This design comes from an exercise in tuning for small area and a short achievable clock period on the open sky130 flow, not from production work. Function was checked by simulation only, so behaviour that the tests miss may differ from the original. Power figures rest on the tool's default switching activity, not on a simulated workload.

--- design.v ---
module joltage_select_sum #(
  parameter int MAX_K = 12,
  parameter int VAL_W = 40,
  parameter int SUM_W = 64,
  parameter int CNT_W = 32,
  localparam int KW   = $clog2(MAX_K+1)
)(
  input  logic             clk,
  input  logic             rst_n,
  input  logic [KW-1:0]    k_sel,
  input  logic [3:0]       in_digit,
  input  logic             in_last,
  input  logic             in_valid,
  output logic             in_ready,
  input  logic             sum_clr,
  output logic             line_valid,
  output logic [VAL_W-1:0] line_value,
  output logic             line_short,
  output logic [SUM_W-1:0] sum_out,
  output logic [CNT_W-1:0] lines_done,
  output logic [2:0]       error
);
  logic [MAX_K-1:0][3:0] dig, cand;
  logic [MAX_K-1:2] asc_q, asc_nxt;
  logic [VAL_W-1:0] val_a, val_b, va_nxt, vb_nxt, val;
  logic [KW-1:0]    cnt, k_r;
  logic             live, fin, in_line;
  logic             acc, upd, clr, dig_ok, k_ok, short_l, add_ok;
  logic [MAX_K-1:1] shf;
  logic [VAL_W:0]   add_lo;
  logic [SUM_W-1:0] sum_nxt;
  logic             carry;
  logic [CNT_W-1:0] lines_nxt;
  logic [2:0]       err_set;
  assign in_ready = live && !fin;
  assign acc      = in_valid && in_ready;
  assign dig_ok   = (in_digit <= 4'd9);
  assign upd      = acc && dig_ok;
  assign clr      = fin || !live;
  assign k_ok     = (k_sel != '0) && (k_sel <= KW'(MAX_K));
  assign short_l  = (cnt < k_r);
  assign add_ok   = fin && !short_l;
  always_comb begin
    shf[MAX_K-1] = asc_q[MAX_K-1];
    for (int j = MAX_K-2; j >= 2; j--)
      shf[j] = shf[j+1] | asc_q[j];
    shf[1] = shf[2] | ((KW'(1) < k_r) && (dig[1] < dig[0]));
    cand[0] = (shf[1] || in_digit > dig[0]) ? in_digit : dig[0];
    for (int j = 1; j < MAX_K; j++)
      cand[j] = shf[j] ? dig[j-1] : dig[j];
    for (int j = 2; j < MAX_K; j++)
      asc_nxt[j] = (KW'(j) < k_r) && (cand[j] < cand[j-1]);
  end
  jss_bcd2bin u_conv (.d(cand), .va(va_nxt), .vb(vb_nxt));
  assign line_valid = fin;
  assign line_short = fin && short_l;
  assign line_value = add_ok ? val : '0;
  jss_cpa_bk #(.W(VAL_W)) u_val (.a(val_a), .b(val_b), .s(val));
  jss_cpa_bk #(.W(VAL_W+1)) u_add (.a({1'b0, sum_out[VAL_W-1:0]}), .b({1'b0, val}), .s(add_lo));
  jss_inc #(.W(SUM_W-VAL_W)) u_inc_hi (.a(sum_out[SUM_W-1:VAL_W]), .ci(add_lo[VAL_W]), .s(sum_nxt[SUM_W-1:VAL_W]), .co(carry));
  assign sum_nxt[VAL_W-1:0] = add_lo[VAL_W-1:0];
  jss_inc #(.W(CNT_W)) u_inc_lines (.a(lines_done), .ci(1'b1), .s(lines_nxt), .co());
  assign err_set = {add_ok && carry,
                    (fin && short_l) || (acc && !in_line && !k_ok),
                    acc && !dig_ok};
  always_ff @(posedge clk or negedge rst_n) begin
    if (!rst_n) begin
      live    <= 1'b0;
      fin     <= 1'b0;
    end else begin
      live <= 1'b1;
      fin  <= acc && in_last;
    end
  end
  always_ff @(posedge clk) begin
    if (clr) begin
      in_line <= 1'b0;
      dig     <= '0;
      asc_q   <= '0;
      cnt     <= '0;
    end else begin
      if (acc) in_line <= !in_last;
      if (upd) begin
        dig   <= cand;
        asc_q <= asc_nxt;
        if (cnt != KW'(MAX_K)) cnt <= cnt + 1'b1;
      end
    end
  end
  always_ff @(posedge clk) begin
    if (acc && !in_line) k_r <= k_ok ? k_sel : KW'(MAX_K);
    if (upd) begin
      val_a <= va_nxt;
      val_b <= vb_nxt;
    end
  end
  always_ff @(posedge clk or negedge rst_n) begin
    if (!rst_n) begin
      sum_out    <= '0;
      lines_done <= '0;
      error      <= '0;
    end else if (sum_clr) begin
      sum_out    <= '0;
      lines_done <= '0;
      error      <= '0;
    end else begin
      error <= error | err_set;
      if (fin) lines_done <= lines_nxt;
      if (add_ok) sum_out <= sum_nxt;
    end
  end
endmodule
module jss_inc #(parameter int W = 24) (
  input  logic [W-1:0] a,
  input  logic         ci,
  output logic [W-1:0] s,
  output logic         co
);
  localparam int L = $clog2(W);
  logic [W-1:0] p [0:L];
  always_comb begin
    p[0] = a;
    for (int l = 0; l < L; l++)
      for (int i = 0; i < W; i++)
        if ((i >> l) & 1) p[l+1][i] = p[l][i] & p[l][((i >> l) << l) - 1];
        else              p[l+1][i] = p[l][i];
    s[0] = a[0] ^ ci;
    for (int i = 1; i < W; i++) s[i] = a[i] ^ (ci & p[L][i-1]);
    co = ci & p[L][W-1];
  end
endmodule
module jss_bcd2bin (input logic [47:0] d, output logic [39:0] va, output logic [39:0] vb);
  wire w1 = d[5] | d[7];
  wire w2 = d[1] ^ d[4];
  wire w3 = d[1] & d[4];
  wire w4 = w3 ^ d[2] ^ d[5];
  wire w5 = (w3 & d[2]) | (w3 & d[5]) | (d[2] & d[5]);
  wire w6 = w5 ^ d[3] ^ d[6];
  wire w7 = (w5 & d[3]) | (w5 & d[6]) | (d[3] & d[6]);
  wire w8 = w6 ^ d[4];
  wire w9 = w6 & d[4];
  wire w10 = w9 ^ w7 ^ w1;
  wire w11 = (w9 & w7) | (w9 & w1) | (w7 & w1);
  wire w12 = w11 ^ d[6];
  wire w13 = w11 & d[6];
  wire w14 = w13 ^ d[7];
  wire w15 = w13 & d[7];
  wire w16 = d[13] | d[15];
  wire w17 = d[9] ^ d[12];
  wire w18 = d[9] & d[12];
  wire w19 = w18 ^ d[10] ^ d[13];
  wire w20 = (w18 & d[10]) | (w18 & d[13]) | (d[10] & d[13]);
  wire w21 = w20 ^ d[11] ^ d[14];
  wire w22 = (w20 & d[11]) | (w20 & d[14]) | (d[11] & d[14]);
  wire w23 = w21 ^ d[12];
  wire w24 = w21 & d[12];
  wire w25 = w24 ^ w22 ^ w16;
  wire w26 = (w24 & w22) | (w24 & w16) | (w22 & w16);
  wire w27 = w26 ^ d[14];
  wire w28 = w26 & d[14];
  wire w29 = w28 ^ d[15];
  wire w30 = w28 & d[15];
  wire w31 = d[21] | d[23];
  wire w32 = d[17] ^ d[20];
  wire w33 = d[17] & d[20];
  wire w34 = w33 ^ d[18] ^ d[21];
  wire w35 = (w33 & d[18]) | (w33 & d[21]) | (d[18] & d[21]);
  wire w36 = w35 ^ d[19] ^ d[22];
  wire w37 = (w35 & d[19]) | (w35 & d[22]) | (d[19] & d[22]);
  wire w38 = w36 ^ d[20];
  wire w39 = w36 & d[20];
  wire w40 = w39 ^ w37 ^ w31;
  wire w41 = (w39 & w37) | (w39 & w31) | (w37 & w31);
  wire w42 = w41 ^ d[22];
  wire w43 = w41 & d[22];
  wire w44 = w43 ^ d[23];
  wire w45 = w43 & d[23];
  wire w46 = d[29] | d[31];
  wire w47 = d[25] ^ d[28];
  wire w48 = d[25] & d[28];
  wire w49 = w48 ^ d[26] ^ d[29];
  wire w50 = (w48 & d[26]) | (w48 & d[29]) | (d[26] & d[29]);
  wire w51 = w50 ^ d[27] ^ d[30];
  wire w52 = (w50 & d[27]) | (w50 & d[30]) | (d[27] & d[30]);
  wire w53 = w51 ^ d[28];
  wire w54 = w51 & d[28];
  wire w55 = w54 ^ w52 ^ w46;
  wire w56 = (w54 & w52) | (w54 & w46) | (w52 & w46);
  wire w57 = w56 ^ d[30];
  wire w58 = w56 & d[30];
  wire w59 = w58 ^ d[31];
  wire w60 = w58 & d[31];
  wire w61 = d[37] | d[39];
  wire w62 = d[33] ^ d[36];
  wire w63 = d[33] & d[36];
  wire w64 = w63 ^ d[34] ^ d[37];
  wire w65 = (w63 & d[34]) | (w63 & d[37]) | (d[34] & d[37]);
  wire w66 = w65 ^ d[35] ^ d[38];
  wire w67 = (w65 & d[35]) | (w65 & d[38]) | (d[35] & d[38]);
  wire w68 = w66 ^ d[36];
  wire w69 = w66 & d[36];
  wire w70 = w69 ^ w67 ^ w61;
  wire w71 = (w69 & w67) | (w69 & w61) | (w67 & w61);
  wire w72 = w71 ^ d[38];
  wire w73 = w71 & d[38];
  wire w74 = w73 ^ d[39];
  wire w75 = w73 & d[39];
  wire w76 = d[45] | d[47];
  wire w77 = d[41] ^ d[44];
  wire w78 = d[41] & d[44];
  wire w79 = w78 ^ d[42] ^ d[45];
  wire w80 = (w78 & d[42]) | (w78 & d[45]) | (d[42] & d[45]);
  wire w81 = w80 ^ d[43] ^ d[46];
  wire w82 = (w80 & d[43]) | (w80 & d[46]) | (d[43] & d[46]);
  wire w83 = w81 ^ d[44];
  wire w84 = w81 & d[44];
  wire w85 = w84 ^ w82 ^ w76;
  wire w86 = (w84 & w82) | (w84 & w76) | (w82 & w76);
  wire w87 = w86 ^ d[46];
  wire w88 = w86 & d[46];
  wire w89 = w88 ^ d[47];
  wire w90 = w88 & d[47];
  wire w91 = 1'b1 ^ ~d[40];
  wire w92 = 1'b1 & ~d[40];
  wire w93 = ~w77 ^ w85;
  wire w94 = ~w77 & w85;
  wire w95 = 1'b1 ^ d[32];
  wire w96 = w95 ^ w49;
  wire w97 = (1'b1 & d[32]) | (w95 & w49);
  wire w98 = w62 ^ d[24];
  wire w99 = w98 ^ w53;
  wire w100 = (w62 & d[24]) | (w98 & w53);
  wire w101 = d[40] ^ w64;
  wire w102 = w101 ^ w47;
  wire w103 = (d[40] & w64) | (w101 & w47);
  wire w104 = w55 ^ ~w34;
  wire w105 = w55 & ~w34;
  wire w106 = w77 ^ w68;
  wire w107 = w106 ^ w49;
  wire w108 = (w77 & w68) | (w106 & w49);
  wire w109 = w57 ^ d[16];
  wire w110 = w109 ^ ~w38;
  wire w111 = (w57 & d[16]) | (w109 & ~w38);
  wire w112 = 1'b1 ^ w79;
  wire w113 = w112 ^ w70;
  wire w114 = (1'b1 & w79) | (w112 & w70);
  wire w115 = w53 ^ w59;
  wire w116 = w115 ^ w32;
  wire w117 = (w53 & w59) | (w115 & w32);
  wire w118 = w91 ^ w83;
  wire w119 = w118 ^ ~d[32];
  wire w120 = (w91 & w83) | (w118 & ~d[32]);
  wire w121 = w72 ^ w55;
  wire w122 = w121 ^ d[16];
  wire w123 = (w72 & w55) | (w121 & d[16]);
  wire w124 = w34 ^ ~w42;
  wire w125 = w34 & ~w42;
  wire w126 = w92 ^ w93;
  wire w127 = w126 ^ ~w62;
  wire w128 = (w92 & w93) | (w126 & ~w62);
  wire w129 = w74 ^ d[24];
  wire w130 = w129 ^ w57;
  wire w131 = (w74 & d[24]) | (w129 & w57);
  wire w132 = w32 ^ w38;
  wire w133 = w132 ^ ~w44;
  wire w134 = (w32 & w38) | (w132 & ~w44);
  wire w135 = w94 ^ 1'b1;
  wire w136 = w135 ^ ~w79;
  wire w137 = (w94 & 1'b1) | (w135 & ~w79);
  wire w138 = w87 ^ ~w64;
  wire w139 = w138 ^ w47;
  wire w140 = (w87 & ~w64) | (w138 & w47);
  wire w141 = w59 ^ w34;
  wire w142 = w141 ^ w40;
  wire w143 = (w59 & w34) | (w141 & w40);
  wire w144 = ~w83 ^ w89;
  wire w145 = w144 ^ ~w68;
  wire w146 = (~w83 & w89) | (w144 & ~w68);
  wire w147 = ~d[24] ^ w49;
  wire w148 = w147 ^ w38;
  wire w149 = (~d[24] & w49) | (w147 & w38);
  wire w150 = 1'b1 ^ ~w85;
  wire w151 = w150 ^ ~d[32];
  wire w152 = (1'b1 & ~w85) | (w150 & ~d[32]);
  wire w153 = ~w70 ^ ~w47;
  wire w154 = w153 ^ w53;
  wire w155 = (~w70 & ~w47) | (w153 & w53);
  wire w156 = 1'b1 ^ ~d[40];
  wire w157 = w156 ^ ~w87;
  wire w158 = (1'b1 & ~d[40]) | (w156 & ~w87);
  wire w159 = ~w62 ^ ~w72;
  wire w160 = w159 ^ ~w49;
  wire w161 = (~w62 & ~w72) | (w159 & ~w49);
  wire w162 = 1'b1 ^ ~w77;
  wire w163 = w162 ^ ~w89;
  wire w164 = (1'b1 & ~w77) | (w162 & ~w89);
  wire w165 = ~d[32] ^ ~w64;
  wire w166 = w165 ^ ~w74;
  wire w167 = (~d[32] & ~w64) | (w165 & ~w74);
  wire w168 = ~w53 ^ w57;
  wire w169 = ~w53 & w57;
  wire w170 = d[40] ^ ~w79;
  wire w171 = w170 ^ ~w62;
  wire w172 = (d[40] & ~w79) | (w170 & ~w62);
  wire w173 = ~w68 ^ d[24];
  wire w174 = w173 ^ ~w55;
  wire w175 = (~w68 & d[24]) | (w173 & ~w55);
  wire w176 = 1'b1 ^ w77;
  wire w177 = w176 ^ ~w83;
  wire w178 = (1'b1 & w77) | (w176 & ~w83);
  wire w179 = ~w64 ^ ~w70;
  wire w180 = ~w64 & ~w70;
  wire w181 = 1'b1 ^ w79;
  wire w182 = w181 ^ ~w85;
  wire w183 = (1'b1 & w79) | (w181 & ~w85);
  wire w184 = ~w68 ^ ~w72;
  wire w185 = ~w68 & ~w72;
  wire w186 = w83 ^ ~w87;
  wire w187 = w83 & ~w87;
  wire w188 = 1'b1 ^ w32;
  wire w189 = 1'b1 & w32;
  wire w190 = d[24] ^ w34;
  wire w191 = w190 ^ ~w17;
  wire w192 = (d[24] & w34) | (w190 & ~w17);
  wire w193 = w47 ^ w38;
  wire w194 = w193 ^ d[8];
  wire w195 = (w47 & w38) | (w193 & d[8]);
  wire w196 = w96 ^ ~d[16];
  wire w197 = w196 ^ w40;
  wire w198 = (w96 & ~d[16]) | (w196 & w40);
  wire w199 = w17 ^ ~w23;
  wire w200 = w17 & ~w23;
  wire w201 = w97 ^ w99;
  wire w202 = w201 ^ ~w32;
  wire w203 = (w97 & w99) | (w201 & ~w32);
  wire w204 = w42 ^ w19;
  wire w205 = w204 ^ ~w25;
  wire w206 = (w42 & w19) | (w204 & ~w25);
  wire w207 = w100 ^ w104;
  wire w208 = w207 ^ w102;
  wire w209 = (w100 & w104) | (w207 & w102);
  wire w210 = w44 ^ w23;
  wire w211 = w210 ^ ~w27;
  wire w212 = (w44 & w23) | (w210 & ~w27);
  wire w213 = w105 ^ w103;
  wire w214 = w213 ^ w110;
  wire w215 = (w105 & w103) | (w213 & w110);
  wire w216 = w107 ^ w25;
  wire w217 = w216 ^ ~w29;
  wire w218 = (w107 & w25) | (w216 & ~w29);
  wire w219 = w111 ^ w108;
  wire w220 = w219 ^ w116;
  wire w221 = (w111 & w108) | (w219 & w116);
  wire w222 = w113 ^ ~w40;
  wire w223 = w222 ^ w27;
  wire w224 = (w113 & ~w40) | (w222 & w27);
  wire w225 = w117 ^ w114;
  wire w226 = w225 ^ w124;
  wire w227 = (w117 & w114) | (w225 & w124);
  wire w228 = w122 ^ w119;
  wire w229 = w228 ^ w29;
  wire w230 = (w122 & w119) | (w228 & w29);
  wire w231 = w125 ^ w123;
  wire w232 = w231 ^ w120;
  wire w233 = (w125 & w123) | (w231 & w120);
  wire w234 = w133 ^ w130;
  wire w235 = w234 ^ w127;
  wire w236 = (w133 & w130) | (w234 & w127);
  wire w237 = w134 ^ w131;
  wire w238 = w237 ^ w128;
  wire w239 = (w134 & w131) | (w237 & w128);
  wire w240 = w142 ^ w139;
  wire w241 = w240 ^ w136;
  wire w242 = (w142 & w139) | (w240 & w136);
  wire w243 = w143 ^ w140;
  wire w244 = w243 ^ w137;
  wire w245 = (w143 & w140) | (w243 & w137);
  wire w246 = w148 ^ w145;
  wire w247 = w246 ^ w42;
  wire w248 = (w148 & w145) | (w246 & w42);
  wire w249 = w149 ^ w146;
  wire w250 = w249 ^ w154;
  wire w251 = (w149 & w146) | (w249 & w154);
  wire w252 = w151 ^ w40;
  wire w253 = w252 ^ w44;
  wire w254 = (w151 & w40) | (w252 & w44);
  wire w255 = w155 ^ w152;
  wire w256 = w255 ^ w160;
  wire w257 = (w155 & w152) | (w255 & w160);
  wire w258 = w157 ^ w55;
  wire w259 = w258 ^ w42;
  wire w260 = (w157 & w55) | (w258 & w42);
  wire w261 = w161 ^ w158;
  wire w262 = w261 ^ w168;
  wire w263 = (w161 & w158) | (w261 & w168);
  wire w264 = w166 ^ w163;
  wire w265 = w264 ^ w44;
  wire w266 = (w166 & w163) | (w264 & w44);
  wire w267 = w169 ^ w167;
  wire w268 = w267 ^ w164;
  wire w269 = (w169 & w167) | (w267 & w164);
  wire w270 = w174 ^ w171;
  wire w271 = w270 ^ w59;
  wire w272 = (w174 & w171) | (w270 & w59);
  wire w273 = w175 ^ w172;
  wire w274 = w273 ^ w179;
  wire w275 = (w175 & w172) | (w273 & w179);
  wire w276 = w177 ^ w47;
  wire w277 = w276 ^ ~w57;
  wire w278 = (w177 & w47) | (w276 & ~w57);
  wire w279 = w180 ^ w178;
  wire w280 = w279 ^ w184;
  wire w281 = (w180 & w178) | (w279 & w184);
  wire w282 = w182 ^ w49;
  wire w283 = w282 ^ ~w59;
  wire w284 = (w182 & w49) | (w282 & ~w59);
  wire w285 = w185 ^ w183;
  wire w286 = w285 ^ w186;
  wire w287 = (w185 & w183) | (w285 & w186);
  wire w288 = ~w70 ^ ~w74;
  wire w289 = w288 ^ w53;
  wire w290 = (~w70 & ~w74) | (w288 & w53);
  wire w291 = w187 ^ w85;
  wire w292 = w291 ^ ~w89;
  wire w293 = (w187 & w85) | (w291 & ~w89);
  wire w294 = ~w72 ^ w55;
  wire w295 = ~w72 & w55;
  wire w296 = 1'b1 ^ w87;
  wire w297 = w296 ^ ~d[32];
  wire w298 = (1'b1 & w87) | (w296 & ~d[32]);
  wire w299 = ~w74 ^ w57;
  wire w300 = ~w74 & w57;
  wire w301 = d[40] ^ w89;
  wire w302 = w301 ^ ~w62;
  wire w303 = (d[40] & w89) | (w301 & ~w62);
  wire w304 = 1'b1 ^ w77;
  wire w305 = 1'b1 & w77;
  wire w306 = 1'b1 ^ d[40];
  wire w307 = w306 ^ w79;
  wire w308 = (1'b1 & d[40]) | (w306 & w79);
  wire w309 = 1'b1 ^ w77;
  wire w310 = w309 ^ w83;
  wire w311 = (1'b1 & w77) | (w309 & w83);
  wire w312 = 1'b1 ^ d[40];
  wire w313 = w312 ^ w79;
  wire w314 = (1'b1 & d[40]) | (w312 & w79);
  wire w315 = w85 ^ w68;
  wire w316 = w85 & w68;
  wire w317 = 1'b1 ^ w77;
  wire w318 = w317 ^ w83;
  wire w319 = (1'b1 & w77) | (w317 & w83);
  wire w320 = w87 ^ w70;
  wire w321 = w320 ^ ~w74;
  wire w322 = (w87 & w70) | (w320 & ~w74);
  wire w323 = w79 ^ w85;
  wire w324 = w323 ^ w89;
  wire w325 = (w79 & w85) | (w323 & w89);
  wire w326 = 1'b1 ^ d[40];
  wire w327 = w326 ^ w83;
  wire w328 = (1'b1 & d[40]) | (w326 & w83);
  wire w329 = 1'b1 ^ w77;
  wire w330 = 1'b1 & w77;
  wire w331 = w188 ^ ~d[8];
  wire w332 = w188 & ~d[8];
  wire w333 = w189 ^ w191;
  wire w334 = w333 ^ w25;
  wire w335 = (w189 & w191) | (w333 & w25);
  wire w336 = w192 ^ w194;
  wire w337 = w336 ^ ~w19;
  wire w338 = (w192 & w194) | (w336 & ~w19);
  wire w339 = w195 ^ w199;
  wire w340 = w339 ^ w197;
  wire w341 = (w195 & w199) | (w339 & w197);
  wire w342 = w200 ^ w198;
  wire w343 = w342 ^ w205;
  wire w344 = (w200 & w198) | (w342 & w205);
  wire w345 = w206 ^ w203;
  wire w346 = w345 ^ w211;
  wire w347 = (w206 & w203) | (w345 & w211);
  wire w348 = w212 ^ w209;
  wire w349 = w348 ^ w217;
  wire w350 = (w212 & w209) | (w348 & w217);
  wire w351 = w218 ^ w215;
  wire w352 = w351 ^ w223;
  wire w353 = (w218 & w215) | (w351 & w223);
  wire w354 = w224 ^ w221;
  wire w355 = w354 ^ w229;
  wire w356 = (w224 & w221) | (w354 & w229);
  wire w357 = w230 ^ w227;
  wire w358 = w357 ^ w235;
  wire w359 = (w230 & w227) | (w357 & w235);
  wire w360 = w236 ^ w233;
  wire w361 = w360 ^ w241;
  wire w362 = (w236 & w233) | (w360 & w241);
  wire w363 = w242 ^ w239;
  wire w364 = w363 ^ w247;
  wire w365 = (w242 & w239) | (w363 & w247);
  wire w366 = w248 ^ w245;
  wire w367 = w366 ^ w253;
  wire w368 = (w248 & w245) | (w366 & w253);
  wire w369 = w254 ^ w251;
  wire w370 = w369 ^ w259;
  wire w371 = (w254 & w251) | (w369 & w259);
  wire w372 = w260 ^ w257;
  wire w373 = w372 ^ w265;
  wire w374 = (w260 & w257) | (w372 & w265);
  wire w375 = w266 ^ w263;
  wire w376 = w375 ^ w271;
  wire w377 = (w266 & w263) | (w375 & w271);
  wire w378 = w272 ^ w269;
  wire w379 = w378 ^ w277;
  wire w380 = (w272 & w269) | (w378 & w277);
  wire w381 = w278 ^ w275;
  wire w382 = w381 ^ w283;
  wire w383 = (w278 & w275) | (w381 & w283);
  wire w384 = w284 ^ w281;
  wire w385 = w384 ^ w289;
  wire w386 = (w284 & w281) | (w384 & w289);
  wire w387 = w290 ^ w287;
  wire w388 = w387 ^ w294;
  wire w389 = (w290 & w287) | (w387 & w294);
  wire w390 = w295 ^ w293;
  wire w391 = w390 ^ w299;
  wire w392 = (w295 & w293) | (w390 & w299);
  wire w393 = w300 ^ w298;
  wire w394 = w393 ^ w302;
  wire w395 = (w300 & w298) | (w393 & w302);
  wire w396 = w303 ^ w304;
  wire w397 = w396 ^ d[32];
  wire w398 = (w303 & w304) | (w396 & d[32]);
  wire w399 = w305 ^ w307;
  wire w400 = w399 ^ w62;
  wire w401 = (w305 & w307) | (w399 & w62);
  wire w402 = w308 ^ w310;
  wire w403 = w402 ^ w64;
  wire w404 = (w308 & w310) | (w402 & w64);
  wire w405 = w311 ^ w315;
  wire w406 = w405 ^ w313;
  wire w407 = (w311 & w315) | (w405 & w313);
  wire w408 = w316 ^ w314;
  wire w409 = w408 ^ w321;
  wire w410 = (w316 & w314) | (w408 & w321);
  wire w411 = w322 ^ w319;
  wire w412 = w411 ^ w324;
  wire w413 = (w322 & w319) | (w411 & w324);
  wire w414 = w325 ^ w327;
  wire w415 = w414 ^ w87;
  wire w416 = (w325 & w327) | (w414 & w87);
  wire w417 = w328 ^ w329;
  wire w418 = w417 ^ w85;
  wire w419 = (w328 & w329) | (w417 & w85);
  wire w420 = w330 ^ 1'b1;
  wire w421 = w420 ^ w79;
  wire w422 = (w330 & 1'b1) | (w420 & w79);
  wire w423 = 1'b1 ^ w83;
  wire w424 = 1'b1 & w83;
  wire w425 = d[16] ^ w19;
  wire w426 = d[16] & w19;
  wire w427 = w331 ^ w23;
  wire w428 = w427 ^ w12;
  wire w429 = (w331 & w23) | (w427 & w12);
  wire w430 = w332 ^ w334;
  wire w431 = w430 ^ w14;
  wire w432 = (w332 & w334) | (w430 & w14);
  wire w433 = w335 ^ w337;
  wire w434 = w433 ^ w27;
  wire w435 = (w335 & w337) | (w433 & w27);
  wire w436 = w338 ^ w340;
  wire w437 = w436 ^ w29;
  wire w438 = (w338 & w340) | (w436 & w29);
  wire w439 = w341 ^ w343;
  wire w440 = w439 ^ w202;
  wire w441 = (w341 & w343) | (w439 & w202);
  wire w442 = w344 ^ w346;
  wire w443 = w442 ^ w208;
  wire w444 = (w344 & w346) | (w442 & w208);
  wire w445 = w347 ^ w349;
  wire w446 = w445 ^ w214;
  wire w447 = (w347 & w349) | (w445 & w214);
  wire w448 = w350 ^ w352;
  wire w449 = w448 ^ w220;
  wire w450 = (w350 & w352) | (w448 & w220);
  wire w451 = w353 ^ w355;
  wire w452 = w451 ^ w226;
  wire w453 = (w353 & w355) | (w451 & w226);
  wire w454 = w356 ^ w358;
  wire w455 = w454 ^ w232;
  wire w456 = (w356 & w358) | (w454 & w232);
  wire w457 = w359 ^ w361;
  wire w458 = w457 ^ w238;
  wire w459 = (w359 & w361) | (w457 & w238);
  wire w460 = w362 ^ w364;
  wire w461 = w460 ^ w244;
  wire w462 = (w362 & w364) | (w460 & w244);
  wire w463 = w365 ^ w367;
  wire w464 = w463 ^ w250;
  wire w465 = (w365 & w367) | (w463 & w250);
  wire w466 = w368 ^ w370;
  wire w467 = w466 ^ w256;
  wire w468 = (w368 & w370) | (w466 & w256);
  wire w469 = w371 ^ w373;
  wire w470 = w469 ^ w262;
  wire w471 = (w371 & w373) | (w469 & w262);
  wire w472 = w374 ^ w376;
  wire w473 = w472 ^ w268;
  wire w474 = (w374 & w376) | (w472 & w268);
  wire w475 = w377 ^ w379;
  wire w476 = w475 ^ w274;
  wire w477 = (w377 & w379) | (w475 & w274);
  wire w478 = w380 ^ w382;
  wire w479 = w478 ^ w280;
  wire w480 = (w380 & w382) | (w478 & w280);
  wire w481 = w383 ^ w385;
  wire w482 = w481 ^ w286;
  wire w483 = (w383 & w385) | (w481 & w286);
  wire w484 = w386 ^ w388;
  wire w485 = w484 ^ w292;
  wire w486 = (w386 & w388) | (w484 & w292);
  wire w487 = w389 ^ w391;
  wire w488 = w487 ^ w297;
  wire w489 = (w389 & w391) | (w487 & w297);
  wire w490 = w392 ^ w394;
  wire w491 = w490 ^ w59;
  wire w492 = (w392 & w394) | (w490 & w59);
  wire w493 = w395 ^ w397;
  wire w494 = w493 ^ ~w64;
  wire w495 = (w395 & w397) | (w493 & ~w64);
  wire w496 = w398 ^ w400;
  wire w497 = w496 ^ ~w68;
  wire w498 = (w398 & w400) | (w496 & ~w68);
  wire w499 = w401 ^ w403;
  wire w500 = w499 ^ ~w70;
  wire w501 = (w401 & w403) | (w499 & ~w70);
  wire w502 = w404 ^ w406;
  wire w503 = w502 ^ ~w72;
  wire w504 = (w404 & w406) | (w502 & ~w72);
  wire w505 = w407 ^ w409;
  wire w506 = w505 ^ w318;
  wire w507 = (w407 & w409) | (w505 & w318);
  wire w508 = w410 ^ w412;
  wire w509 = w508 ^ w72;
  wire w510 = (w410 & w412) | (w508 & w72);
  wire w511 = w413 ^ w415;
  wire w512 = w511 ^ w74;
  wire w513 = (w413 & w415) | (w511 & w74);
  wire w514 = w416 ^ w418;
  wire w515 = w514 ^ w89;
  wire w516 = (w416 & w418) | (w514 & w89);
  wire w517 = w419 ^ w421;
  wire w518 = w517 ^ w87;
  wire w519 = (w419 & w421) | (w517 & w87);
  wire w520 = w422 ^ w423;
  wire w521 = w520 ^ w89;
  wire w522 = (w422 & w423) | (w520 & w89);
  wire w523 = w424 ^ 1'b1;
  wire w524 = w523 ^ w85;
  wire w525 = (w424 & 1'b1) | (w523 & w85);
  wire w526 = 1'b1 ^ w87;
  wire w527 = 1'b1 & w87;
  wire w528 = 1'b1 ^ w89;
  wire w529 = 1'b1 & w89;
  wire [39:0] ra = {w528, w526, w524, w521, w518, w515, w512, w509, w506, w503, w500, w497, w494, w491, w488, w485, w482, w479, w476, w473, w470, w467, w464, w461, w458, w455, w452, w449, w446, w443, w440, w437, w434, w431, w428, w10, w8, w4, w2, d[0]};
  wire [39:0] rb = {w527, w525, w522, w519, w516, w513, w510, w507, w504, w501, w498, w495, w492, w489, w486, w483, w480, w477, w474, w471, w468, w465, w462, w459, w456, w453, w450, w447, w444, w441, w438, w435, w432, w429, w426, w425, w17, d[8], 1'b0, 1'b0};
  assign va = ra;
  assign vb = rb;
endmodule
module jss_cpa_sklansky #(parameter int W = 40) (input logic [W-1:0] a, b, output logic [W-1:0] s);
  localparam int L = $clog2(W);
  logic [W-1:0] g [0:L];
  logic [W-1:0] p [0:L];
  always_comb begin
    g[0] = a & b; p[0] = a ^ b;
    for (int l = 0; l < L; l++)
      for (int i = 0; i < W; i++)
        if ((i >> l) & 1) begin
          g[l+1][i] = g[l][i] | (p[l][i] & g[l][((i >> l) << l) - 1]);
          p[l+1][i] = p[l][i] & p[l][((i >> l) << l) - 1];
        end else begin
          g[l+1][i] = g[l][i]; p[l+1][i] = p[l][i];
        end
    s[0] = p[0][0];
    for (int i = 1; i < W; i++) s[i] = p[0][i] ^ g[L][i-1];
  end
endmodule
module jss_cpa_ripple #(parameter int W = 40) (input logic [W-1:0] a, b, output logic [W-1:0] s);
  logic [W:0] c;
  always_comb begin
    c[0] = 1'b0;
    for (int i = 0; i < W; i++) begin
      s[i] = a[i] ^ b[i] ^ c[i];
      c[i+1] = (a[i] & b[i]) | (a[i] & c[i]) | (b[i] & c[i]);
    end
  end
endmodule
module jss_cpa_bk #(parameter int W = 40) (input logic [W-1:0] a, b, output logic [W-1:0] s);
  localparam int L = $clog2(W);
  logic [W-1:0] g, p;
  always_comb begin
    g = a & b; p = a ^ b;
    for (int l = 0; l < L; l++)
      for (int i = 0; i < W; i++)
        if (((i + 1) % (2 << l)) == 0) begin
          g[i] = g[i] | (p[i] & g[i - (1 << l)]);
          p[i] = p[i] & p[i - (1 << l)];
        end
    for (int l = L - 1; l >= 0; l--)
      for (int i = 0; i < W; i++)
        if (((i + 1) % (2 << l)) == (1 << l) && i >= (2 << l) + (1 << l) - 1) begin
          g[i] = g[i] | (p[i] & g[i - (1 << l)]);
          p[i] = p[i] & p[i - (1 << l)];
        end
    s[0] = a[0] ^ b[0];
    for (int i = 1; i < W; i++) s[i] = a[i] ^ b[i] ^ g[i-1];
  end
endmodule
--- run.sh ---
#!/bin/bash
# synth_recipe.tcl (not shown) runs the flow's synth.tcl, then flattens the netlist and writes it again
# the make line also repeats each setting of config.mk as NAME=value (left out here)
make -C /OpenROAD-flow-scripts/flow DESIGN_CONFIG=/design/flow/config.mk WORK_HOME=/design/flow/orfs CLKGATE_MAP_FILE= SYNTH_SCRIPT=/design/flow/synth_recipe.tcl finish
--- config.mk ---
export PLATFORM = sky130hd
export DESIGN_NAME = joltage_select_sum
export DESIGN_NICKNAME = joltage_select_sum
export VERILOG_FILES = /design/flow/design.v
export SDC_FILE = /design/flow/constraint.sdc
export NUM_CORES = 4
export LEC_CHECK = 0
export CAP_MARGIN = 20
export CORE_MARGIN = 2
export CORE_UTILIZATION = 55
export SETUP_SLACK_MARGIN = 3.5
export SLEW_MARGIN = 20
--- constraint.sdc ---
create_clock -name core_clock -period 9.0 [get_ports {clk}]
set_input_delay 1.8000 -clock core_clock [delete_from_list [all_inputs] [get_ports {clk}]]
set_output_delay 1.8000 -clock core_clock [all_outputs]
set_load 0.01 [all_outputs]
==> reports/summary.txt, run 1 <==
Status: timing/DRC/antenna clean
CTS Buf Count: 28
Initial core utilization: 56.0%
FMAX: 0.162 GHz
Placer Congestion: 0.885
Layout cells sized above 1: 18.3%
Mapped Nets: 2129
Die Y-Extent: 186 um
Final Max Slew Viols: 0
Crit-path max cell delay: 0.39 ns
CTS tree: yes
WHS Path Cells: 2
Fin crit share: 68.7%
Mapped Cells: 1773
First-pass GRT wire length: 68400 um
Clk_skew: 0.0168 ns
Core area: 32700 sq um
Top layer in use: met4
Final setup fails: 0
RSZ-0062 raised after global routing: yes
Synthesized cell area: 18300 sq um
Vias per cell: 5.27
Crit path max fanout: 3
DP Worst Slack: 2.39 ns
Worst EP arrival: 4.38 ns
N_diodes: 0
Die width: 186 um
WHS: 0.479 ns
Die area: 34800 sq um
WL met2: 19800 um
CTS Root Cell: clkbuf_16
Fraction of registers with async set/reset: 41.1%
Slew Limit Headroom: 33.8%
Number of global-route vias before repair: 12964
Met1 Wirelength: 19700 um
EDFF count, synth: 82
Grt ovf: 0
# nets final: 2365
Initial antenna violation count: 0
Post-synth top area cell: fa_1
Clk latency of the worst-skew pair: 0.55 ns
DR pass1 iterations: 5
Synth top area share: 19.0%
Area contributors post-synth: fa_1 19%, dfrtp_1 14%, edfxtp_1 13%, ha_1 12%, dfxtp_1 6.9%
Register-to-Register Path Depth: 27
Top delay family on crit path: compound AO/OA/AOI/OAI gates
Worst setup EP type: output pin
Max Cap Viol: 0
Top FF cell, synth: dfrtp_1
Total number of vias: 13033
Final worst path period need: 6.18 ns
Cts hold-fix bufs: 0
Drt total wl: 42700 um
Crit path buf inv count: 2
WL met3: 2150 um
Largest net degree at the start of global routing: 100
Iteration-0 DRC Markers: 724
Fin Setup TNS: 0 ns
# DRC: 0
PwrDens: 111 nW/um^2
Most frequent cell after synthesis: inv_1
VDD IR max: 0.000152 V
WP data required: 7.20 ns
Tightest Hold Check Type: reg2reg
Routed WL per cell: 17.2 um
GRT Overall Usage: 24.3%
Synth warn: 7
Placed inst area: 20500 sq um
Crit. path cell count: 18
Post-route setup slack: 2.82 ns
Rows: 66
Worst Tran Pin Value: 0.992 ns
#FFs+latches synth: 246
Register area share after synthesis: 34.1%
Crit path launch type: register
Post-DRT Antenna Nets: 0
Synthesis-to-layout area growth: 25.2%
Mean Syn Cell Area: 10.3 sq um
Detailed Place HPWL: 31600 um
Pleak: 10.7 nW
Max clock buf depth: 3
Final Hold Fails: 0
Clock slew at reported path FFs: 0.07 ns
Final instance area: 22900 sq um
I/O pins: 155
Htree depth: 1
Clock sinks: 246
Setup CP Type: reg2out
Unique cell type count in the Yosys netlist: 71
Crit-path cells: ha_1, inv_1, fa_2, nor2b_4, o2111ai_4, a31oi_4, o21ai_2, or3b_4, a31o_4, nor4_4, o31ai_2, o21ai_2, o41ai_2, fa_2, xor2_2, xnor2_2, and2_1, buf_2
Port bufs: 154
Commonest cells in the netlist: 303 x inv_1, 174 x fa_1, 169 x ha_1, 137 x nor2_1, 101 x dfrtp_1
Slowest stage cell on the critical path: or3b_4
[layer usage]
metal | up-vias | global-route usage (%)
li1 | 6311 | -
met1 | 6361 | 35.0
met3 | 62 | 2.88
met4 | 0 | 6.07
met5 | - | 0
met2 | 299 | 39.6
[worst register-to-register path: cells and delay by family, from the launching register on]
| family | cells | cell delay [ns] |
|---|---|---|
| AOI/OAI and AO/OA | 14 | 2.46 |
| xor gates and xnor gates | 1 | 0.18 |
| adders and majority gates | 5 | 1.55 |
| buffers and inverters | 4 | 0.49 |
| DFF | 1 | 0.34 |
| and+or+nand+nor | 3 | 0.60 |
[area by class of cell]
| class | instances | area (sq um) |
|---|---|---|
| clock inverters | 19 | 221 |
| flip-flops and latches | 246 | 6260 |
| fillers | 2547 | 9780 |
| clock buffers | 33 | 741 |
| well taps | 442 | 553 |
| inverters | 304 | 1150 |
| repair buffers | 257 | 2310 |
| multi-input cells | 1172 | 11700 |
[where the power goes]
group | switching (mW) | leakage [nW] | internal, mW
registers | 0.00871 | 2.61 | 1.16
clock network | 0.465 | 0.465 | 0.728
logic | 0.108 | 7.61 | 0.0717
[what timing repair did]
item,in CTS,in global routing
endpoints found under the setup margin,108,95
pin swaps,51,84
endpoints found under the hold margin,0,0
resized for setup,151,113
setup buffers,57,36
[final timing paths]
| kind | start | to | slack, ns |
|---|---|---|---|
| setup / recovery | val_b[2]$_DFFE_PP_ | line_value[39] | 2.82 |
| hold / removal | dig[12]$_SDFFE_PN0P_ | dig[12]$_SDFFE_PN0P_ | 0.48 |
| setup reg to reg | val_b[2]$_DFFE_PP_ | sum_out[38]$_DFFE_PN0P_ | 3.29 |
| hold reg to reg | dig[12]$_SDFFE_PN0P_ | dig[12]$_SDFFE_PN0P_ | 0.48 |
| max in group asynchronous | rst_n | sum_out[40]$_DFFE_PN0P_ | 6.52 |
| min in group asynchronous | rst_n | lines_done[12]$_DFFE_PN0P_ | 1.16 |
[logic make-up after synthesis]
kind of cell,after synthesis,share of synthesized area [%]
simple gates,414,11.0
buf+inv,355,7.41
fa+ha+maj,343,30.6
compound gates,269,9.50
flops,246,34.1
xor+xnor,94,4.50
mux,51,2.81
other cells,1,0.0205
[flip-flops by register name, summed over array words and instances (netlist names)]
register / count
val_a: 40
asc_q: 10
val_b: 38
fin: 1
error: 3
sum_out: 64
live: 1
cnt: 4
lines_done: 32
dig: 48
in_line: 1
k_r: 4
[per-stage QoR]
step	cells	total power [mW]	util [%]
3_5_place_dp	2327	1.35	62.6
3_3_place_gp	2327	1.35	62.6
4_1_cts	2436	2.56	67.9
6_report	2473	2.54	70.1
2_1_floorplan	1773	1.30	-
5_1_grt	2473	2.64	70.1
[placed cells by master, fill, tap and decap left out, types with 58 or more instances in the layout]
master	synthesis	routed
inv_1	303	275
dfrtp_1	101	101
dfxtp_1	63	58
buf_4	2	92
nor2_1	137	131
nand2_1	93	90
nand3_1	64	63
ha_1	169	147
o21ai_0	69	64
a21oi_1	67	58
clkdlybuf4s50_1	0	127
edfxtp_1	82	82
fa_1	174	134
==> run 2: changes to the inputs <==
--- a/config.mk
+++ b/config.mk
@@ -8,5 +8,5 @@
 export CAP_MARGIN = 20
 export CORE_MARGIN = 2
 export CORE_UTILIZATION = 55
-export SETUP_SLACK_MARGIN = 3.5
+export SETUP_SLACK_MARGIN = 4.5
 export SLEW_MARGIN = 20
==> reports/summary.txt, run 2 <==
Status: timing/DRC/antenna clean
Max FFs per register: 64 (unchanged)
Setup CP Type: reg2out
Synth top area share: 19.0% (unchanged)
Placer Congestion: 0.852 (-3.7%)
CTS Root Cell: clkbuf_16
R2r endpoint: sum_out[31]$_DFFE_PN0P_
Fraction of registers with async set/reset: 41.1% (unchanged)
Iteration-0 DRC Markers: 776 (+7.2%)
WHS: 0.469 ns (-0.00953 ns)
Non-Filler Instances: 2550 (+3.1%)
Die width: 186 um (unchanged)
R2r setup slk: 3.15 ns (-0.14 ns)
Register-to-Register Path Depth: 33 (+22%)
Power share of the clock group: 45.4% (-1.5 points)
Number of global-route vias before repair: 14197 (+9.5%)
WP data required: 7.20 ns (about the same)
Post-DRT Antenna Nets: 0 (unchanged)
# DRC: 0 (unchanged)
Slew Limit Headroom: 36.7% (+2.8 points)
Crit-path cells: ha_2, inv_2, fa_2, nor2b_4, o2111ai_4, a31oi_4, o21ai_2, or3b_4, a31o_4, buf_6, o31a_1, buf_4, o21bai_1, a21oi_2, fa_2, xnor2_2, and2_1, buf_2
Crit path launch type: register
Die area: 34800 sq um (unchanged)
Most frequent cell after synthesis: inv_1
Post-route setup slack: 2.83 ns (+0.00557 ns)
Layout cells sized above 1: 30.8% (+13 points)
Crit. path cell count: 18 (unchanged)
Pleak: 11.2 nW (+4.4%)
Max clock buf depth: 3 (unchanged)
#FFs+latches synth: 246 (unchanged)
Clk_skew: 0.0174 ns (+0.000521 ns)
# nets final: 2443 (+3.3%)
WHS Path Cells: 2 (unchanged)
Cell mode on critical path: fa_2
Crit-path max cell delay: 0.41 ns (+0.02 ns)
Most frequent cells in the layout: 237 x inv_1, 137 x ha_1, 116 x nor2_1
Htree depth: 1 (unchanged)
Most flops, register: sum_out
Initial core utilization: 56.0% (unchanged)
Synthesized cell area: 18300 sq um (unchanged)
Clock slew at reported path FFs: 0.06 ns (about the same)
Fin Setup TNS: 0 ns (unchanged)
Crit path max fanout: 2 (-1)
Area contributors post-synth: fa_1 19%, dfrtp_1 14%, edfxtp_1 13%, ha_1 12%, dfxtp_1 6.9%
Rows: 66 (unchanged)
RSZ-0062 raised after global routing: yes
Final instance area: 24400 sq um (+6.5%)
I/O pins: 155 (unchanged)
Register area share after synthesis: 34.1% (unchanged)
Hold EP: dig[12]$_SDFFE_PN0P_
Clock sinks: 246 (unchanged)
PwrDens: 103 nW/um^2 (-6.8%)
Mapped Nets: 2129 (unchanged)
Worst Tran Pin Value: 0.950 ns (-0.0427 ns)
Largest net degree at the start of global routing: 100 (unchanged)
Synth warn: 7 (unchanged)
Worst EP arrival: 4.37 ns (about the same)
Vias per cell: 5.37 (+1.8%)
Initial antenna violation count: 0 (unchanged)
N_diodes: 0 (unchanged)
Largest regs: sum_out x64, dig x48, val_a x40
Detailed Place HPWL: 32200 um (+2.2%)
FMAX: 0.162 GHz (about the same)
Final setup fails: 0 (unchanged)
Core area: 32700 sq um (unchanged)
Synthesis-to-layout area growth: 33.3%
First-pass GRT wire length: 75000 um (+9.6%)
Grt ovf: 0 (unchanged)
Switch Pwr: 615 uW (+5.6%)
GRT Overall Usage: 26.8% (+2.5 points)
Reg-to-Reg Start: val_a[2]$_DFFE_PP_
Clk latency of the worst-skew pair: 0.56 ns (about the same)
Top delay family on crit path: compound AO/OA/AOI/OAI gates
Hold path start: dig[12]$_SDFFE_PN0P_
Tightest Hold Check Type: reg2reg
Final Hold Fails: 0 (unchanged)
Slowest stage cell on the critical path: or3b_4
VDD IR max: 0.000137 V (-10%)
EDFF count, synth: 82 (unchanged)
Sw Ratio: 24.4% (+1.5 points)
Port bufs: 154 (unchanged)
Final Max Slew Viols: 0 (unchanged)
Unique cell type count in the Yosys netlist: 71 (unchanged)
Commonest non-fill, non-tap cell in the layout: inv_1
Fillers: 2281 (-10%)
Mean Syn Cell Area: 10.3 sq um (unchanged)
Commonest cells in the netlist: 303 x inv_1, 174 x fa_1, 169 x ha_1, 137 x nor2_1, 101 x dfrtp_1
Top FF cell, synth: dfrtp_1
Dpl cells: 2327 (unchanged)
Max Cap Viol: 0 (unchanged)
Drt total wl: 47100 um (+11%)
Register share of total power: 46.4% (+0.4 points)
DP Worst Slack: 2.58 ns (+0.192 ns)
DR pass1 iterations: 6 (+1)
Total number of vias: 13687 (+5.0%)
Die Y-Extent: 186 um (unchanged)
Crit path buf inv count: 4 (+2)
Placed inst area: 20900 sq um (+2.2%)
Final worst path period need: 6.17 ns (-0.00557 ns)
Worst setup EP type: output pin
Routed WL per cell: 18.5 um (+7.2%)
Post-synth top area cell: fa_1
CTS tree: yes
Comb pwr share: 8.2% (+1.1 points)
Power Internal: 1.91 mW (-2.7%)
Mapped Cells: 1773 (unchanged)
CTS Buf Count: 29 (+3.6%)
Fin crit share: 68.6% (about the same)
==> run 2: cell count changes in the layout (fill, tap and decap cells not counted), sizes merged <==
cell and delta:
clkbuf +6, bufbuf +3, dlymetal6s2s -3, bufinv -4, clkinvlp +3, clkinv -4, dlygate4sd2 +1, clkdlybuf4s50 -19
inv -1, buf +95
==> run 2: cell families after synthesis <==
group / Yosys count / synth area share (%)
and+or+nand+nor: 414 / 11.0
DFF: 246 / 34.1
adders and majority gates: 343 / 30.6
buffers and inverters: 355 / 7.41
AOI/OAI and AO/OA: 269 / 9.50
other: 1 / 0.0205
muxes: 51 / 2.81
xor gates and xnor gates: 94 / 4.50
==> run 2: power groups by stage <==
stage	combinational (mW)	sequential, mW	clock, mW
2_1_floorplan	0.115	1.19	0
3_3_place_gp	0.161	1.19	0
3_5_place_dp	0.164	1.19	0
4_1_cts	0.189	1.17	1.17
5_1_grt	0.229	1.17	1.21
6_report	0.207	1.17	1.15
==> run 2: how the worst max path moves through the flow <==
stage / from / end / slack (ns)
2_1_floorplan: asc_q[11]$_SDFFE_PN0P_ / val_a[14]$_DFFE_PP_ / 3.44
3_3_place_gp: val_b[2]$_DFFE_PP_ / line_value[39] / 2.70
3_5_place_dp: val_a[2]$_DFFE_PP_ / line_value[39] / 2.58
4_1_cts: val_a[2]$_DFFE_PP_ / line_value[39] / 2.67
5_1_grt: val_a[2]$_DFFE_PP_ / line_value[31] / 2.62
6_report: val_a[2]$_DFFE_PP_ / line_value[31] / 2.83
==> run 2: area by class of cell <==
class	instances	area (sq um)	share of cell area, %
multi-input combinational	1172	12300	50.4
timing repair buffer	334	3200	13.1
sequential	246	6270	25.7
clock buffer	39	813	3.33
tap	442	553	2.27
clock inverter	13	101	0.415
inverter	304	1180	4.84
==> run 2: timing repair <==
| item | in CTS | in global routing |
|---|---|---|
| endpoints found under the hold margin | 0 | 0 |
| cloned | 3 | 1 |
| setup buffers | 117 | 49 |
| setup endpoints to repair | 151 | 144 |
| gates resized for setup | 355 | 167 |
| hold buffers | 0 | 0 |
| pin swaps | 129 | 124 |
==> run 2: worst min-delay path: cells and delay by family (launching register included) <==
| kind | cells | cell delay (ns) |
|---|---|---|
| flops | 1 | 0.32 |
| simple gates | 2 | 0.10 |
==> run 2: per-stage QoR <==
step / power, mW / utilization [%]
CTS: 2.52 / 71.8
global route: 2.61 / 74.6
floorplan: 1.31 / -
detailed placement: 1.36 / 63.9
global placement: 1.35 / 63.9
finish: 2.52 / 74.6
==> run 2: layer usage <==
metal | global-route usage, % | vias to the layer above | part of all wire (%)
met3 | 3.35 | 101 | 4.5
met1 | 36.4 | 6767 | 44
met4 | 8.76 | 0 | 3.5
li1 | - | 6469 | -
met5 | 0 | - | 0
met2 | 45.2 | 350 | 48
==> run 3: changes to the inputs <==
--- a/config.mk
+++ b/config.mk
@@ -8,5 +8,4 @@
 export CAP_MARGIN = 20
 export CORE_MARGIN = 2
 export CORE_UTILIZATION = 55
-export SETUP_SLACK_MARGIN = 4.5
 export SLEW_MARGIN = 20
==> reports/summary.txt, run 3 <==
Die width: 186 um (unchanged)
Most flops, register: sum_out
Worst setup EP type: output pin
Most frequent cells in the layout: 303 x inv_1, 174 x fa_1, 169 x ha_1
Area contributors post-synth: fa_1 19%, dfrtp_1 14%, edfxtp_1 13%, ha_1 12%, dfxtp_1 6.9%
Post-DRT Antenna Nets: 0 (unchanged)
Setup Buffers After CTS: 0 (-100%)
Placed inst area: 20300 sq um (-3.0%)
Iteration-0 DRC Markers: 589 (-24%)
First-pass GRT wire length: 67900 um (-9.5%)
Initial core utilization: 56.0% (unchanged)
R2r setup slk: 2.56 ns (-0.59 ns)
Crit path launch type: register
Clock slew at reported path FFs: 0.06 ns (about the same)
Slew Limit Headroom: 29.7% (-6.9 points)
Post-route setup slack: 1.85 ns (-0.974 ns)
RSZ-0062 raised after global routing: no
Drt total wl: 40500 um (-14%)
Tightest Hold Check Type: reg2reg
Worst Tran Pin Value: 1.04 ns (+0.0945 ns)
WHS: 0.472 ns (+0.00312 ns)
Commonest cells in the netlist: 303 x inv_1, 174 x fa_1, 169 x ha_1, 137 x nor2_1, 101 x dfrtp_1
Top FF cell, synth: dfrtp_1
Crit path max fanout: 4 (+2)
Slowest stage cell on the critical path: clkdlybuf4s50_1
Max FFs per register: 64 (unchanged)
Crit path buf inv count: 2 (-2)
Crit. path cell count: 18 (unchanged)
VDD IR max: 0.000150 V (+9.6%)
Synth warn: 7 (unchanged)
Total number of vias: 12459 (-9.0%)
Fraction of registers with async set/reset: 41.1% (unchanged)
Register area share after synthesis: 34.1% (unchanged)
GRT Overall Usage: 24.1% (-2.8 points)
Crit-path max cell delay: 0.53 ns (+0.12 ns)
Synth top area share: 19.0% (unchanged)
Status: timing/DRC/antenna clean
DP Worst Slack: 2.41 ns (-0.173 ns)
Die area: 34800 sq um (unchanged)
Cts hold-fix bufs: 0 (unchanged)
PwrDens: 118 nW/um^2 (+15%)
Final Max Slew Viols: 0 (unchanged)
Worst EP arrival: 5.35 ns (+0.98 ns)
Top delay family on crit path: compound AO/OA/AOI/OAI gates
Initial antenna violation count: 0 (unchanged)
Fillers: 2666 (+17%)
Layout cells sized above 1: 4.80% (-26 points)
Pleak: 10.0 nW (-10%)
# nets final: 2274 (-6.9%)
WHS Path Cells: 2 (unchanged)
PostCTS Resize Cnt: 0 (-100%)
CTS Buf Count: 29 (unchanged)
Final Hold Fails: 0 (unchanged)
Largest regs: sum_out x64, dig x48, val_a x40
Register-to-Register Path Depth: 18 (-45%)
Final setup fails: 0 (unchanged)
WP data required: 7.20 ns (about the same)
N_diodes: 0 (unchanged)
Fin crit share: 79.4% (+11 points)
Post-synth top area cell: fa_1
Mapped Nets: 2129 (unchanged)
Number of global-route vias before repair: 12834 (-9.6%)
Detailed Place HPWL: 31700 um (-1.8%)
I/O pins: 155 (unchanged)
Grt ovf: 0 (unchanged)
Clock sinks: 246 (unchanged)
Largest net degree at the start of global routing: 100 (unchanged)
Unique cell type count in the Yosys netlist: 71 (unchanged)
Max clock buf depth: 3 (unchanged)
Port bufs: 154 (unchanged)
Crit-path cells: ha_1, inv_1, fa_1, nor2b_1, o2111ai_1, a31oi_1, o21ai_1, or3b_2, a31o_2, nor4_2, o31ai_1, o21ai_1, o41ai_1, fa_1, xor2_1, xnor2_1, and2_1, clkdlybuf4s50_1
Commonest non-fill, non-tap cell in the layout: inv_1
CTS Root Cell: clkbuf_16
Rows: 66 (unchanged)
Synthesized cell area: 18300 sq um (unchanged)
EDFF count, synth: 82 (unchanged)
Placer Congestion: 0.891 (+4.6%)
# DRC: 0 (unchanged)
Die Y-Extent: 186 um (unchanged)
Fin Setup TNS: 0 ns (unchanged)
Final instance area: 21300 sq um (-13%)
CTS tree: yes
Setup CP Type: reg2out
Core area: 32700 sq um (unchanged)
Htree depth: 1 (unchanged)
Synthesis-to-layout area growth: 16.2%
Most frequent cell after synthesis: inv_1
Finished Core Util: 65.0% (-9.6 points)
DR pass1 iterations: 4 (-2)
Clk latency of the worst-skew pair: 0.56 ns (about the same)
Routed WL per cell: 17.0 um (-7.9%)
Clk_skew: 0.0247 ns (+0.00734 ns)
Max Cap Viol: 0 (unchanged)
Mean Syn Cell Area: 10.3 sq um (unchanged)
#FFs+latches synth: 246 (unchanged)
Vias per cell: 5.23 (-2.5%)
Mapped Cells: 1773 (unchanged)
FMAX: 0.140 GHz (-14%)
Final worst path period need: 7.15 ns (+0.974 ns)
-- run 3: cell types whose count changed in the layout (fill, tap and decap cells not counted), sizes merged --
cell           delta
clkdlybuf4s50    +44
clkinv            -1
bufbuf            -3
clkdlybuf4s15     -2
bufinv            +2
dlygate4sd2       -5
clkinvlp          -2
buf             -198
inv               +2
clkbuf            -6
-- run 3: per-stage QoR --
stage,std cells,power [mW]
after floorplan,1773,1.30
after global placement,2328,1.35
after detailed placement,2328,1.35
after CTS,2380,2.55
after global routing,2381,2.62
final,2381,2.52
-- run 3: area by class of cell --
type	instances	area, sq um	share of cell area [%]
Clock buffer	38	820	3.85
Clock inverter	14	154	0.724
Inverter	304	1140	5.37
Multi-Input combinational cell	1172	10700	50.4
Sequential cell	246	6250	29.4
Tap cell	442	553	2.60
Timing Repair Buffer	165	1630	7.67
-- run 3: path summary, 6_finish.rpt --
path	endpoint	startpoint
worst max-delay path	line_value[39]	val_b[2]$_DFFE_PP_
worst min-delay path	asc_q[3]$_SDFFE_PN0P_	asc_q[3]$_SDFFE_PN0P_
worst max register to register	val_a[14]$_DFFE_PP_	asc_q[11]$_SDFFE_PN0P_
worst min register to register	asc_q[3]$_SDFFE_PN0P_	asc_q[3]$_SDFFE_PN0P_
max in group asynchronous	sum_out[45]$_DFFE_PN0P_	rst_n
min in group asynchronous	lines_done[9]$_DFFE_PN0P_	rst_n
-- run 3: where the power goes --
group	leakage, nW	switching, mW	internal (mW)
logic	6.97	0.101	0.0580
clock network	0.461	0.469	0.721
registers	2.61	0.00833	1.16
-- run 3: logic make-up (layout without fill, tap and decap cells) --
kind of cell               count (synthesis)  after routing  share of synthesized area (%)
xor gates and xnor gates                  94             94                           4.50
adders and majority gates                343            343                           30.6
other                                      1              1                         0.0205
muxes                                     51             51                           2.81
DFF                                      246            246                           34.1
and+or+nand+nor                          414            414                           11.0
buffers and inverters                    355            521                           7.41
AOI/OAI and AO/OA                        269            269                           9.50
-- run 3: metal layers --
metal	GRT usage, %	wire length, um	vias up
met5	0	0	-
met4	5.77	947	0
met3	2.61	1430	56
met2	38.3	18300	213
met1	35.6	19800	6061
li1	-	-	6129
-- run 3: worst min-delay path, cell delays in order (launching register included) --
cell and delay [ns]:
dfxtp_1 0.32, nand3_1 0.07, o41ai_2 0.05
==> run 4: changes to the inputs <==
--- a/config.mk
+++ b/config.mk
@@ -8,4 +8,5 @@
 export CAP_MARGIN = 20
 export CORE_MARGIN = 2
 export CORE_UTILIZATION = 55
+export SETUP_SLACK_MARGIN = 2.5
 export SLEW_MARGIN = 20
==> reports/summary.txt, run 4 <==
Status: timing/DRC/antenna clean
Final worst path period need: 6.30 ns (-0.844 ns)
Post-synth top area cell: fa_1
Htree depth: 1 (unchanged)
Final Hold Fails: 0 (unchanged)
Largest net degree at the start of global routing: 100 (unchanged)
CTS Buf Count: 29 (unchanged)
Clock sinks: 246 (unchanged)
Detailed Place HPWL: 31700 um (unchanged)
Mean Syn Cell Area: 10.3 sq um (unchanged)
Register-to-Register Path Depth: 16 (-2)
Largest regs: sum_out x64, dig x48, val_a x40
Clk latency of the worst-skew pair: 0.56 ns (about the same)
Slew Limit Headroom: 39.6% (+9.8 points)
Layout cells sized above 1: 6.27% (+1.5 points)
Drt total wl: 40800 um (+0.55%)
Initial antenna violation count: 0 (unchanged)
Most frequent cells in the layout: 303 x inv_1, 169 x fa_1, 169 x ha_1
Iteration-0 DRC Markers: 649 (+10%)
Worst setup EP type: output pin
Synth top area share: 19.0% (unchanged)
FF+latch area: 6250 sq um (unchanged)
Unique cell type count in the Yosys netlist: 71 (unchanged)
GRT Overall Usage: 24.1% (+0.069 points)
Final Max Slew Viols: 0 (unchanged)
Routed WL per cell: 17.1 um (+0.22%)
WHS Path Cells: 2 (unchanged)
Synth warn: 7 (unchanged)
Register area share after synthesis: 34.1% (unchanged)
# nets final: 2282 (+0.35%)
Number of global-route vias before repair: 12888 (+0.42%)
Top FF cell, synth: dfrtp_1
WP data required: 7.20 ns (about the same)
Reg-to-Reg Start: asc_q[11]$_SDFFE_PN0P_
Rows: 66 (unchanged)
Pleak: 10.2 nW (+1.8%)
Synthesis-to-layout area growth: 17.2%
N_diodes: 0 (unchanged)
I/O pins: 155 (unchanged)
Max clock buf depth: 3 (unchanged)
Placer Congestion: 0.891 (unchanged)
CTS Root Cell: clkbuf_16
Max Cap Viol: 0 (unchanged)
# DRC: 0 (unchanged)
Commonest non-fill, non-tap cell in the layout: inv_1
Most frequent cell after synthesis: inv_1
Post-route setup slack: 2.70 ns (+0.844 ns)
Initial core utilization: 56.0% (unchanged)
Port bufs: 154 (unchanged)
VDD IR max: 0.000150 V (+0.24%)
RSZ-0062 raised after global routing: no
CTS tree: yes
Mapped Cells: 1773 (unchanged)
Fraction of registers with async set/reset: 41.1% (unchanged)
Fin Setup TNS: 0 ns (unchanged)
Die width: 186 um (unchanged)
FMAX: 0.159 GHz (+13%)
Crit path launch type: register
Fillers: 2650 (-0.60%)
Max FFs per register: 64 (unchanged)
Tot Pwr: 2.53 mW (+0.21%)
#FFs+latches synth: 246 (unchanged)
R2r setup slk: 2.82 ns (+0.26 ns)
EDFF count, synth: 82 (unchanged)
Commonest cells in the netlist: 303 x inv_1, 174 x fa_1, 169 x ha_1, 137 x nor2_1, 101 x dfrtp_1
DP Worst Slack: 2.41 ns (unchanged)
Worst Tran Pin Value: 0.906 ns (-0.138 ns)
Vias per cell: 5.23 (about the same)
Clock slew at reported path FFs: 0.06 ns (about the same)
Synthesized cell area: 18300 sq um (unchanged)
Grt ovf: 0 (unchanged)
Mapped Nets: 2129 (unchanged)
Most flops, register: sum_out
Core area: 32700 sq um (unchanged)
Hold EP: asc_q[3]$_SDFFE_PN0P_
Worst EP arrival: 4.50 ns (-0.85 ns)
Worst Setup SP: val_b[2]$_DFFE_PP_
Area contributors post-synth: fa_1 19%, dfrtp_1 14%, edfxtp_1 13%, ha_1 12%, dfxtp_1 6.9%
Multi-input gate area: 10900 sq um (+1.3%)
Setup CP Type: reg2out
First-pass GRT wire length: 68100 um (+0.33%)
Tightest Hold Check Type: reg2reg
Clk_skew: 0.0263 ns (+0.00155 ns)
Die Y-Extent: 186 um (unchanged)
Die area: 34800 sq um (unchanged)
DR pass1 iterations: 4 (unchanged)
Total number of vias: 12506 (+0.38%)
Hold path start: asc_q[3]$_SDFFE_PN0P_
PwrDens: 118 nW/um^2 (-0.71%)
Post-DRT Antenna Nets: 0 (unchanged)
Fin crit share: 70.0% (-9.4 points)
Crit path max fanout: 4 (unchanged)
R2r endpoint: val_a[15]$_DFFE_PP_
Final setup fails: 0 (unchanged)
==> run 4: cell counts after synthesis <==
Identical to the previous run, type by type.
==> run 4: metrics by stage <==
stage               hold WS (ns)  utilization [%]  cells  area (sq um)
floorplan                  0.443                -   1773         18300
global placement           0.454             62.0   2328         20300
detailed placement         0.464             62.0   2328         20300
CTS                        0.476             65.3   2387         21400
global route               0.504             65.6   2389         21500
finish                     0.472             65.6   2389         21500
==> run 4: worst max-delay path by stage <==
| stage | to | slack, ns | cells after the start |
|---|---|---|---|
| 3_3_place_gp | line_value[39] | 2.52 | 18 |
| 2_1_floorplan | val_a[14]$_DFFE_PP_ | 3.04 | 20 |
| 5_1_grt | line_value[39] | 2.49 | 18 |
| 6_report | line_value[29] | 2.70 | 14 |
| 4_1_cts | line_value[39] | 2.44 | 18 |
| 3_5_place_dp | line_value[39] | 2.41 | 18 |
==> run 4: cells by family after synthesis <==
logic type	share of synthesized area, %
other cells	0.0205
buf+inv	7.41
simple gates	11.0
mux	2.81
fa+ha+maj	30.6
flops	34.1
compound gates	9.50
xor+xnor	4.50
==> run 4: critical path: stages (launching register included) <==
cell	delay [ns]
edfxtp_1	0.33
ha_1	0.14
inv_1	0.05
fa_2	0.38
nor2b_4	0.14
o2111ai_2	0.13
a31oi_2	0.19
o21ai_1	0.11
or3b_4	0.43
a31o_4	0.27
o31a_1	0.29
fa_1	0.44
xnor2_1	0.33
and2_1	0.18
clkdlybuf4s50_1	0.54
==> run 4: what timing repair did <==
| item | in CTS | in global routing |
|---|---|---|
| gates cloned | 0 | 0 |
| gates resized for setup | 15 | 20 |
| setup buffers | 7 | 1 |
| hold buffers | 0 | 0 |
| endpoints found under the setup margin | 11 | 23 |
| pin swaps | 8 | 6 |
==> run 4: cell type report <==
cell class / instances / area share, %
Clock buffer: 38 / 3.82
Clock inverter: 14 / 0.717
Inverter: 304 / 5.32
Multi-Input combinational cell: 1172 / 50.6
Sequential cell: 246 / 29.1
Tap cell: 442 / 2.58
Timing Repair Buffer: 173 / 7.89
==> run 4: metal layers <==
layer | part of all wire (%) | wire length (um) | global-route usage, %
met3 | 3.6 | 1470 | 2.63
met1 | 48 | 19700 | 35.6
met2 | 46 | 18600 | 38.6
met4 | 2.3 | 928 | 5.71
met5 | 0 | 0 | 0
==> run 4: power by group <==
group	switching [mW]	internal, mW
sequential	0.00833	1.16
combinational	0.102	0.0616
clock	0.469	0.721

-- port drivers added, routing unchanged --
In the flow no input, the clock included, has a driving cell. The finished layouts below were timed again as built, in two steps. Step 1 sets driving cells, clkbuf_16 on the clock port and buf_2 on the other inputs (assumed; they add their load-dependent delay and slew). Step 2 also shifts input and output timing later by t, the mid clock arrival at the registers, as if the neighbouring blocks saw the same clock. Three values: ideal ports, drivers, drivers and shift; two values: the first two.
run	shift t [ns]	slack for setup (ns)	slew at the worst register clock pin (ns)
run 1	0.595	2.821 / 2.768 / 3.159	0.07 / 0.07
run 2	0.601	2.827 / 2.772 / 3.147	0.07 / 0.07
run 3	0.599	1.853 / 1.799 / 2.398	0.06 / 0.06
run 4	0.599	2.697 / 2.643 / 2.496	0.06 / 0.06
After both steps setup and hold are still met in every run listed. The setup slack of run 4, which loses most, moves by -0.054 ns with the drivers and by -0.201 ns with both steps.
